Source: an optimization exercise on an open RTL-to-GDS flow (aim: small area). Production flows keep margins and buffers that such runs may drop.
In this exercise RTL edits were held to simulation tests only and were not proved equivalent to the original.
Power figures rest on the tool's default switching activity, not on a simulated workload.

==> trial 58 <==
==> flow/design.v <==
package queue_table_pkg;
    typedef logic [4-1:0] queue_idx_t;
    typedef logic [32-1:0] table_word_t;
    typedef logic [16-1:0] rb_ptr_t;
    typedef enum logic [2:0] {
        DSC_TAIL   = 3'd0,
        DSC_HEAD   = 3'd1,
        DSC_L_ADDR = 3'd2,
        DSC_H_ADDR = 3'd3,
        PKT_TAIL   = 3'd4,
        PKT_HEAD   = 3'd5,
        PKT_L_ADDR = 3'd6,
        PKT_H_ADDR = 3'd7
    } table_sel_e;
    typedef enum logic [1:0] {
        OP_NONE  = 2'd0,
        OP_READ  = 2'd1,
        OP_WRITE = 2'd2
    } port_op_e;
endpackage
`timescale 1ns/1ps
module queue_table_top (
    input  logic                           pcie_clk,
    input  logic                           pcie_reset_n,
    input  logic [16-1:0] pcie_address_0,
    input  logic                           pcie_write_0,
    input  logic                           pcie_read_0,
    input  logic [511:0]                   pcie_writedata_0,
    input  logic [63:0]                    pcie_byteenable_0,
    output logic [511:0]                   pcie_readdata_0,
    output logic                           pcie_readdatavalid_0,
    input  logic                           queue_rd_en,
    input  logic [3:0]                     rd_queue,
    input  logic                           tail_wr_en,
    input  logic [3:0]                     wr_queue,
    input  logic [15:0]                    new_dsc_tail,
    input  logic [15:0]                    new_pkt_tail,
    output logic                           queue_ready,
    output logic [15:0]                    dsc_head,
    output logic [15:0]                    dsc_tail,
    output logic [63:0]                    dsc_buf_addr,
    output logic [15:0]                    pkt_head,
    output logic [15:0]                    pkt_tail,
    output logic [63:0]                    pkt_buf_addr
);
    localparam int NQ = 16;
    localparam int O0 = 0;      
    localparam int O1 = 16;     
    localparam int O2 = 48;
    localparam int O3 = 80;
    localparam int O4 = 112;    
    localparam int O5 = 128;
    localparam int O6 = 160;
    localparam int O7 = 192;
    localparam int LW = 224;
    logic [LW-1:0] line [NQ];
    logic [3:0] wq_host;
    assign wq_host = pcie_address_0[12 +: 4];
    logic [7:0] host_we;    
    always_comb begin
        for (int t = 0; t < 8; t++)
            host_we[t] = pcie_reset_n && pcie_write_0 && (&pcie_byteenable_0[4*t +: 4]) &&
                         (t != 0) && (t != 4);
    end
    logic tail_we;
    assign tail_we = pcie_reset_n && tail_wr_en;
    for (genvar q = 0; q < NQ; q++) begin : g_q
        logic hsel, tsel;
        assign hsel = (wq_host == q);
        assign tsel = tail_we && (wr_queue == q);
        always_ff @(posedge pcie_clk) begin
            if (tsel) begin
                line[q][O0 +: 16] <= new_dsc_tail;
                line[q][O4 +: 16] <= new_pkt_tail;
            end
            if (host_we[1] && hsel) line[q][O1 +: 32] <= pcie_writedata_0[32*1 +: 32];
            if (host_we[2] && hsel) line[q][O2 +: 32] <= pcie_writedata_0[32*2 +: 32];
            if (host_we[3] && hsel) line[q][O3 +: 32] <= pcie_writedata_0[32*3 +: 32];
            if (host_we[5] && hsel) line[q][O5 +: 32] <= pcie_writedata_0[32*5 +: 32];
            if (host_we[6] && hsel) line[q][O6 +: 32] <= pcie_writedata_0[32*6 +: 32];
            if (host_we[7] && hsel) line[q][O7 +: 32] <= pcie_writedata_0[32*7 +: 32];
        end
    end
    logic [3:0]   lk_q;
    logic         lk_v1, lk_v2;
    logic [191:0] lk_a, lk_b;
    logic [LW-1:0] lk_line;
    assign lk_line = line[lk_q];
    always_ff @(posedge pcie_clk) begin
        lk_q  <= rd_queue;
        lk_v1 <= pcie_reset_n && queue_rd_en;
        lk_v2 <= lk_v1;
        queue_ready <= lk_v2;
        lk_a <= {lk_line[O7 +: 32], lk_line[O6 +: 32], lk_line[O5 +: 16], lk_line[O4 +: 16],
                 lk_line[O3 +: 32], lk_line[O2 +: 32], lk_line[O1 +: 16], lk_line[O0 +: 16]};
        lk_b <= lk_a;
    end
    assign dsc_tail     = lk_b[0   +: 16];
    assign dsc_head     = lk_b[16  +: 16];
    assign dsc_buf_addr = lk_b[32  +: 64];
    assign pkt_tail     = lk_b[96  +: 16];
    assign pkt_head     = lk_b[112 +: 16];
    assign pkt_buf_addr = lk_b[128 +: 64];
    logic          reg_read;
    logic          rd_pending;
    logic [3:0]    rd_q;
    logic [2:0]    rd_issued;
    logic [LW-1:0] rd_line;
    assign reg_read = pcie_read_0 && (pcie_address_0[12-1:6] == '0);
    always_ff @(posedge pcie_clk) begin
        if (!pcie_reset_n) begin
            rd_pending   <= 1'b0;
            rd_issued[0] <= 1'b0;
        end else begin
            rd_issued[0] <= rd_pending && !pcie_write_0;
            if (reg_read)           rd_pending <= 1'b1;
            else if (!pcie_write_0) rd_pending <= 1'b0;
        end
        rd_issued[2:1]       <= rd_issued[1:0];
        pcie_readdatavalid_0 <= rd_issued[2];
        if (reg_read) rd_q <= wq_host;
        if (rd_pending) rd_line <= line[rd_q];
    end
    assign pcie_readdata_0 = {256'd0,
                              rd_line[O7 +: 32], rd_line[O6 +: 32], rd_line[O5 +: 32],
                              16'd0, rd_line[O4 +: 16],
                              rd_line[O3 +: 32], rd_line[O2 +: 32], rd_line[O1 +: 32],
                              16'd0, rd_line[O0 +: 16]};
endmodule
==> flow/run.sh <==
#!/bin/bash
# synth_recipe.tcl (not shown) runs the flow's synth.tcl, then flattens the netlist and writes it again
# the make line also repeats each setting of config.mk as NAME=value (left out here)
make -C /OpenROAD-flow-scripts/flow DESIGN_CONFIG=/design/flow/config.mk WORK_HOME=/design/flow/orfs CLKGATE_MAP_FILE= SYNTH_SCRIPT=/design/flow/synth_recipe.tcl finish
==> flow/config.mk <==
export PLATFORM = sky130hd
export DESIGN_NAME = queue_table_top
export DESIGN_NICKNAME = queue_table_top
export VERILOG_FILES = /design/flow/design.v
export SDC_FILE = /design/flow/constraint.sdc
export NUM_CORES = 4
export LEC_CHECK = 0
export CAP_MARGIN = 20
export CORE_MARGIN = 2
export CORE_UTILIZATION = 40
export SLEW_MARGIN = 20
export SYNTH_MEMORY_MAX_BITS = 8192
==> flow/constraint.sdc <==
create_clock -name core_clock -period 5.0 [get_ports {pcie_clk}]
set_input_delay 1.0000 -clock core_clock [delete_from_list [all_inputs] [get_ports {pcie_clk}]]
set_output_delay 1.0000 -clock core_clock [all_outputs]
set_load 0.01 [all_outputs]
==> trial 67 (differences from trial 58) <==
==> flow/design.v, changed modules only <==
module qt_aoi3 (
    input  logic [2:0] s,
    input  logic [2:0] d,
    output logic       y_n
);
    assign y_n = !((s[0] & d[0]) | (s[1] & d[1]) | (s[2] & d[2]));
endmodule
module qt_nand6 (
    input  logic [5:0] a,
    output logic       y
);
    assign y = !(&a);
endmodule
module qt_mux16 (
    input  logic [15:0] s,
    input  logic [15:0] d,
    output logic        y
);
    logic [5:0] g;
    for (genvar k = 0; k < 5; k++) begin : g_aoi
        qt_aoi3 u_aoi (.s(s[3*k +: 3]), .d(d[3*k +: 3]), .y_n(g[k]));
    end
    assign g[5] = !(s[15] & d[15]);
    qt_nand6 u_out (.a(g), .y(y));
endmodule
module qt_nand7 (
    input  logic [6:0] a,
    output logic       y
);
    assign y = !(&a);
endmodule
module qt_mux16h (
    input  logic [15:0] s,
    input  logic [15:0] d,
    input  logic        hold,
    input  logic        q,
    output logic        y
);
    logic [6:0] g;
    for (genvar k = 0; k < 5; k++) begin : g_aoi
        qt_aoi3 u_aoi (.s(s[3*k +: 3]), .d(d[3*k +: 3]), .y_n(g[k]));
    end
    assign g[5] = !(s[15] & d[15]);
    assign g[6] = !(hold & q);
    qt_nand7 u_out (.a(g), .y(y));
endmodule
module qt_hold (
    input  logic we,
    input  logic we_n,
    input  logic wd,
    input  logic q,
    output logic d
);
    assign d = (we & wd) | (we_n & q);
endmodule
module queue_table_top (
    input  logic                           pcie_clk,
    input  logic                           pcie_reset_n,
    input  logic [16-1:0] pcie_address_0,
    input  logic                           pcie_write_0,
    input  logic                           pcie_read_0,
    input  logic [511:0]                   pcie_writedata_0,
    input  logic [63:0]                    pcie_byteenable_0,
    output logic [511:0]                   pcie_readdata_0,
    output logic                           pcie_readdatavalid_0,
    input  logic                           queue_rd_en,
    input  logic [3:0]                     rd_queue,
    input  logic                           tail_wr_en,
    input  logic [3:0]                     wr_queue,
    input  logic [15:0]                    new_dsc_tail,
    input  logic [15:0]                    new_pkt_tail,
    output logic                           queue_ready,
    output logic [15:0]                    dsc_head,
    output logic [15:0]                    dsc_tail,
    output logic [63:0]                    dsc_buf_addr,
    output logic [15:0]                    pkt_head,
    output logic [15:0]                    pkt_tail,
    output logic [63:0]                    pkt_buf_addr
);
    localparam int NQ = 16;
    localparam int O0 = 0;      
    localparam int O1 = 16;     
    localparam int O2 = 48;     
    localparam int O3 = 80;     
    localparam int O4 = 112;    
    localparam int O5 = 128;    
    localparam int O6 = 160;    
    localparam int O7 = 192;    
    localparam int LW = 224;
    function automatic int tbl_of(input int b);
        tbl_of = (b >= O1) + (b >= O2) + (b >= O3) + (b >= O4) + (b >= O5) + (b >= O6) + (b >= O7);
    endfunction
    function automatic bit lk_bit(input int b);
        lk_bit = !((b >= O1 + 16 && b < O2) || (b >= O5 + 16 && b < O6));
    endfunction
    logic [3:0]    host_q;
    logic [LW-1:0] wdata;
    logic [7:0]    word_we;
    assign host_q = pcie_address_0[12 +: 4];
    assign wdata = {pcie_writedata_0[7*32 +: 32], pcie_writedata_0[6*32 +: 32],
                    pcie_writedata_0[5*32 +: 32], new_pkt_tail,
                    pcie_writedata_0[3*32 +: 32], pcie_writedata_0[2*32 +: 32],
                    pcie_writedata_0[1*32 +: 32], new_dsc_tail};
    always_comb begin
        for (int t = 0; t < 8; t++) begin
            if (t == 0 || t == 4)
                word_we[t] = pcie_reset_n && tail_wr_en;
            else
                word_we[t] = pcie_reset_n && pcie_write_0 && (&pcie_byteenable_0[4*t +: 4]);
        end
    end
    logic [LW-1:0] line [NQ];
    for (genvar q = 0; q < NQ; q++) begin : g_q
        logic [7:0] we;
        always_comb begin
            for (int t = 0; t < 8; t++)
                we[t] = word_we[t] && (((t == 0 || t == 4) ? wr_queue : host_q) == q);
        end
        for (genvar b = 0; b < LW; b++) begin : g_b
            logic nxt;
            qt_hold u_hold (.we(we[tbl_of(b)]), .we_n(!we[tbl_of(b)]), .wd(wdata[b]),
                            .q(line[q][b]), .d(nxt));
            always_ff @(posedge pcie_clk)
                line[q][b] <= nxt;
        end
    end
    logic [3:0]    lk_q;        
    logic [3:0]    rd_q;        
    logic          rd_pending;  
    logic [15:0]   lk_sel, rd_sel;
    logic [LW-1:0] lk_line, rd_line_d, rd_line;
    always_comb begin
        for (int i = 0; i < NQ; i++) begin
            lk_sel[i] = (lk_q == i);
            rd_sel[i] = rd_pending && (rd_q == i);
        end
    end
    for (genvar b = 0; b < LW; b++) begin : g_rd
        logic [15:0] col;
        for (genvar q = 0; q < NQ; q++) begin : g_col
            assign col[q] = line[q][b];
        end
        if (lk_bit(b)) begin : g_lk
            qt_mux16 u_lk (.s(lk_sel), .d(col), .y(lk_line[b]));
        end else begin : g_nolk
            assign lk_line[b] = 1'b0;
        end
        qt_mux16h u_rd (.s(rd_sel), .d(col), .hold(!rd_pending), .q(rd_line[b]), .y(rd_line_d[b]));
    end
    logic         lk_v1, lk_v2;
    logic [191:0] lk_a, lk_b;
    always_ff @(posedge pcie_clk) begin
        lk_q        <= rd_queue;
        lk_v1       <= pcie_reset_n && queue_rd_en;
        lk_v2       <= lk_v1;
        queue_ready <= lk_v2;
        lk_a <= {lk_line[O7 +: 32], lk_line[O6 +: 32], lk_line[O5 +: 16], lk_line[O4 +: 16],
                 lk_line[O3 +: 32], lk_line[O2 +: 32], lk_line[O1 +: 16], lk_line[O0 +: 16]};
        lk_b <= lk_a;
    end
    assign dsc_tail     = lk_b[0   +: 16];
    assign dsc_head     = lk_b[16  +: 16];
    assign dsc_buf_addr = lk_b[32  +: 64];
    assign pkt_tail     = lk_b[96  +: 16];
    assign pkt_head     = lk_b[112 +: 16];
    assign pkt_buf_addr = lk_b[128 +: 64];
    logic          reg_read;
    logic [2:0]    rd_issued;
    assign reg_read = pcie_read_0 && (pcie_address_0[12-1:6] == '0);
    always_ff @(posedge pcie_clk) begin
        if (!pcie_reset_n) begin
            rd_pending   <= 1'b0;
            rd_issued[0] <= 1'b0;
        end else begin
            rd_issued[0] <= rd_pending && !pcie_write_0;
            if (reg_read)           rd_pending <= 1'b1;
            else if (!pcie_write_0) rd_pending <= 1'b0;
        end
        rd_issued[2:1]       <= rd_issued[1:0];
        pcie_readdatavalid_0 <= rd_issued[2];
        if (reg_read) rd_q <= host_q;
    end
    for (genvar b = 0; b < LW; b++) begin : g_hold
        always_ff @(posedge pcie_clk)
            rd_line[b] <= rd_line_d[b];
    end
    assign pcie_readdata_0 = {256'd0,
                              rd_line[O7 +: 32], rd_line[O6 +: 32], rd_line[O5 +: 32],
                              16'd0, rd_line[O4 +: 16],
                              rd_line[O3 +: 32], rd_line[O2 +: 32], rd_line[O1 +: 32],
                              16'd0, rd_line[O0 +: 16]};
endmodule
==> flow/flow/run.sh (new file) <==
#!/bin/bash
# Standard ORFS layout (the standard.sh, standard synthesis unchanged) with two knobs
# passed through the environment:
#  - port buffers use the smallest buffer cell
#  - clock tree built from larger sink clusters, without dummy loads
set -euo pipefail
export BUFFER_PORTS_ARGS="-buffer_cell sky130_fd_sc_hd__buf_1"
export CTS_ARGS="-sink_clustering_enable -repair_clock_nets -buf_list sky130_fd_sc_hd__clkbuf_8 -sink_clustering_size 14 -sink_clustering_max_diameter 80 -dont_use_dummy_load"
bash standard.sh > standard.log 2>&1
==> flow/standard.sh (new file) <==
#!/bin/bash
# synth_recipe.tcl (not shown) runs the flow's synth.tcl, then flattens the netlist and writes it again
# the make line also repeats each setting of config.mk as NAME=value (left out here)
make -C /OpenROAD-flow-scripts/flow DESIGN_CONFIG=/design/flow/config.mk WORK_HOME=/design/flow/orfs CLKGATE_MAP_FILE= SYNTH_SCRIPT=/design/flow/synth_recipe.tcl "${@:-finish}"
- CTS_BUF_LIST: default -> sky130_fd_sc_hd__clkbuf_8
- SYNTH_HIERARCHICAL: default -> 1
removed: flow/run.sh
==> summary of the runs <==
- Non-clock buffer count: trial 58 is higher than trial 67 (97).
- In critical path depth, trial 58 and trial 67 do not differ.
- In trial 67 the fmax is larger than in trial 58, by about 24%.
- Against trial 67, the sequential share of layout area of trial 58 is higher by 9.4 points.
- Of trial 67 and trial 58, trial 67 has the higher via count (gap 10%, measured against trial 58).
- Of trial 58 and trial 67, trial 67 has the higher first-iteration DRC count (gap 27%, measured against trial 67).
- Of trial 67 and trial 58, trial 58 has the higher hold slack (gap 0.089 ns).
- Between trial 58 and trial 67, the lower synthesized cell count is in trial 58 (gap 0.73%, measured against trial 67).
- Final area: trial 67 is lower than trial 58 (about 18%).
- Against trial 58, the die area of trial 67 is smaller by 14%.
==> figures <==
Status: trial 58 timing/DRC/antenna clean; trial 67 timing/DRC/antenna clean
Final std cells w/o fill: trial 58 18.85k; trial 67 18.46k
Fraction of met3 tracks used by global routing: trial 58 9.635%; trial 67 12.24%
Worst-Skew Late Latency: trial 58 1.05 ns; trial 67 1.17 ns
Net switching component of the power: trial 58 17.40 mW; trial 67 14.61 mW
Combinational Power: trial 58 3.97 mW; trial 67 3.19 mW
Proportion of layout cells with a drive suffix above 1: trial 58 11.09%; trial 67 7.764%
Fraction of area in non-clock buffers: trial 58 6.372%; trial 67 4.173%
Multi-input gate area: trial 58 47190 um2; trial 67 65260 um2
Most common cell after layout, fill and taps aside: trial 58 edfxtp_1; trial 67 dfxtp_1
Average routed wire per standard cell: trial 58 38.96 um; trial 67 39.08 um
Fill cell instance count of the final layout: trial 58 37.30k; trial 67 34.59k
TAP cells: trial 58 5734; trial 67 4972
Library cell contributing the largest single delay on the critical path: trial 58 or2_4; trial 67 edfxtp_1
Pin count of the biggest net entering global routing: trial 58 101; trial 67 125
Clock skew: trial 58 0.1216 ns; trial 67 0.1060 ns
Final cycle utilization of the critical path: trial 58 82.05%; trial 67 66.05%
Number of hold-repair buffers added at the cts stage: trial 58 0; trial 67 6
Initial antenna violation count: trial 58 167; trial 67 115
Core Box Area: trial 58 433600 um2; trial 67 372200 um2
Number of buffers inserted during clock tree synthesis: trial 58 434; trial 67 348

[re-timing with driven ports]
The results above use ideal ports. As a check the final layouts listed here were re-extracted and re-timed, cells and wires unchanged.
Step 1 (the two cells are an assumption about what drives the block):
set clk [get_ports {pcie_clk}]
set_driving_cell -lib_cell sky130_fd_sc_hd__clkbuf_16 $clk
set_driving_cell -lib_cell sky130_fd_sc_hd__buf_2 [delete_from_list [all_inputs] $clk]
Step 2 adds t to the input delays and takes it off the output delays; t is the mean of the earliest and latest rising clock arrival at the registers after step 1. Input paths then give back, and output paths get back, about the clock's delay inside the block.
Slacks: ideal / step 1 / step 2; pairs: ideal / step 1.
run | t, ns | setup WS [ns] | cell pins on the clock port's net
trial 58 | 1.122 | 0.897 / 0.897 / 0.793 | 1
trial 67 | 1.242 | 1.697 / 1.672 / 0.605 | 1
After both steps every run listed still meets setup and hold. For trial 67, which loses most, drivers alone change the setup slack by -0.025 ns; drivers and shift together by -1.092 ns.
